Context: an optimization exercise on an open-source flow, tuned for small area, a short achievable clock period and few clock cycles per item. The choices shown serve that exercise and are no tape-out recipe.
Function was checked by simulation only, so behaviour that the tests miss may differ from the original.
Power is estimated from default activity; no workload was simulated.

Setup of the previous run:
==> flow/design.v (excerpt) <==
module receive_reorder_window (
	input  logic                  clk,
	input  logic                  arst_n,
	input  logic                  req_valid,
	output logic                  req_stall,
	input  logic [32:0]           req,
	output logic                  rsp_valid,
	input  logic                  rsp_stall,
	output logic [105:0]          rsp,
	input  logic                  cfg_valid,
	output logic                  cfg_ready,
	input  logic [6:0]            cfg_data
);
export LEC_CHECK = 0
export CAP_MARGIN = 20
export CORE_MARGIN = 2
export CORE_UTILIZATION = 60
export SETUP_SLACK_MARGIN = 4.8
export SLEW_MARGIN = 20
create_clock -name core_clock -period 8.0 [get_ports {clk}]
run.sh (not shown) runs the stock make flow with config.mk's settings and CLKGATE_MAP_FILE= SYNTH_SCRIPT=/design/flow/synth_recipe.tcl, a recipe that flattens the netlist after the stock synthesis.
Testbench counts of the previous run, summed over its fixed seeds: cycles 13,693, items 12,000.
Setup changes, the previous run to the current run
# the previous run
export LEC_CHECK = 0
export CAP_MARGIN = 20
export CORE_MARGIN = 2
export CORE_UTILIZATION = 60
export SETUP_SLACK_MARGIN = 4.8
export SLEW_MARGIN = 20
create_clock -name core_clock -period 8.0 [get_ports {clk}]
# the current run
export LEC_CHECK = 0
export ABC_CLOCK_PERIOD_IN_PS = 2500
export CAP_MARGIN = 20
export CORE_MARGIN = 2
export CORE_UTILIZATION = 40
export SETUP_SLACK_MARGIN = 5
export SLEW_MARGIN = 20
create_clock -name core_clock -period 8.0 [get_ports {clk}]
==> run notes <==
The previous run leaves less setup margin than the current run.
Summary of the current run over the previous run: power +1.0 mW, routed wire length per instance -about 6%, worst slew slack as a fraction of its limit +2.8 points.
Global-route usage | the current run below the previous run
The area inside the core boundary in the current run sits 50% above the value recorded for the previous run.
On largest stage delay on the critical path, the previous run and the current run are neck and neck.
The current run: count of routing violations after the opening detailed-route iteration 419 below the previous run

* * *

Setup of build 1:
receive_reorder_window, a different RTL version from the one above (not shown whole).
For scale: about 1500 flip-flops, ~150 I/O pins, roughly 60000 um2 of cells after synthesis.
Settings: LEC_CHECK=0, CAP_MARGIN=20, CORE_MARGIN=2, CORE_UTILIZATION=60, CTS_BUF_LIST=sky130_fd_sc_hd__clkbuf_16, CTS_CLUSTER_DIAMETER=60, CTS_CLUSTER_SIZE=24, SETUP_SLACK_MARGIN=4.8, SLEW_MARGIN=20; clock period 8.0 ns.
Testbench counts of build 1, summed over its fixed seeds: cycles 13,693, items 12,000.
Relative to build 1, the following input files were edited for build 69:
Settings: CTS_CLUSTER_DIAMETER now 80, was 60.
- On post-route fraction of the period consumed by the critical path, build 1 and build 69 are basically level.
- Build 69: power about 9% below build 1
- Final standard cell area without fillers down about 2.3% in build 69 wrt build 1
- Sort build 1 and build 69 by mean number of vias per cell, descending, and build 69 comes first.
- A master of the slowest instance on the critical path of nand4_1 is what build 1 shows, while dfrtp_2 belongs to build 69.
- Per the comparison of build 69 with build 1, routed wire length went down 1100 um; clock-buffer cell count went down 29%; post-layout net count went down 36.
Edits applied to the flow inputs when going from build 69 to build 63:
Settings: a change of CORE_UTILIZATION from 60 to 70.
Findings:
Build 63 reached the final stage; the timing, design-rule and antenna checks on its layout passed. Detailed-route wire length on metal 1 (build 63 over build 69): decrease, 8400 um. Build 69 → build 63: time the worst path needs with I/O delays and setup went up; sum of net half-perimeters after detailed placement went down; worst setup timing slack at the placement stage went down. Power delta (build 69 -> build 63): insignificant. Looking at hold slack, build 63 sits 3.5 ps above build 69. Comparing build 63 and build 69, the higher multi-input logic area was measured on build 69. Number of signal-net buffers in the layout in build 63 is 3 lower than in build 69. The final reports for build 63 and build 69 show clock share of power lower in the former. [compare] base=build 69 new=build 63: full die area shows a reduction of 14%, maximum achievable frequency shows a reduction of 8.9 MHz.

* * *

pepper:
Starting RTL as in the previous note.
clock: 8.0 ns
lec_check: 0
cap_margin: 20
core_margin: 2
core_utilization: 60
cts_buf_list: sky130_fd_sc_hd__clkbuf_16
cts_cluster_diameter: 50
cts_cluster_size: 20
setup_slack_margin: 4.8
slew_margin: 20
Testbench counts of pepper, summed over its fixed seeds: cycles 13,693, items 12,000.
Modified inputs, violet compared to pepper
--- a/flow/config.mk
+++ b/flow/config.mk
@@ -11,4 +11,4 @@
 export CTS_BUF_LIST = sky130_fd_sc_hd__clkbuf_16
-export CTS_CLUSTER_DIAMETER = 50
-export CTS_CLUSTER_SIZE = 20
+export CTS_CLUSTER_DIAMETER = 100
+export CTS_CLUSTER_SIZE = 26
 export SETUP_SLACK_MARGIN = 4.8
Status: proportion of final cell area spent on non-clock buffers parity (pepper, violet). Going from pepper to violet, the total power was found to have gone down by 16%. Area growth from synthesis to layout is higher on pepper. violet: smallest setup slack after layout higher than pepper. Across both runs, switching power as a share of total power was higher for violet than for pepper. Between violet and pepper, the area of combinational cells with multiple inputs figures differ only marginally.

-- separate check: timing with driven ports --
Ports are ideal in the flow. The routed layouts listed here were re-timed in OpenROAD.
Step 1 (the two cells are an assumption about what drives the block):
set clk [get_ports {clk}]
set_driving_cell -lib_cell sky130_fd_sc_hd__clkbuf_16 $clk
set_driving_cell -lib_cell sky130_fd_sc_hd__buf_2 [delete_from_list [all_inputs] $clk]
Step 2 moves the port delays by t, midway between the first and last clock arrival at a register: inputs arrive t later, outputs are due t later. That takes back most of the time a late clock gives input paths.
Slacks: no drivers / after step 1 / after step 2; pairs: no drivers / after step 1.
| run | t, ns | setup slack, ns | worst setup path at the end | cell pins on the clock port's net |
|---|---|---|---|---|
| the previous run | 0.821 | 4.197 / 4.197 / 4.095 | input to register | 1 |
| the current run | 0.859 | 4.308 / 4.308 / 4.217 | input to register | 1 |
| build 1 | 0.796 | 4.732 / 4.732 / 4.003 | input to register | 1 |
| build 69 | 0.756 | 4.731 / 4.731 / 4.127 | input to register | 1 |
| build 63 | 0.745 | 4.633 / 4.633 / 4.113 | input to register | 1 |
| pepper | 0.830 | 4.690 / 4.690 / 3.963 | input to register | 1 |
| violet | 0.756 | 4.702 / 4.702 / 4.106 | input to register | 1 |
After both steps every run listed still meets setup and hold. The setup slack of build 1, which loses most, moves by 0.000 ns with the drivers and by -0.729 ns with both steps.
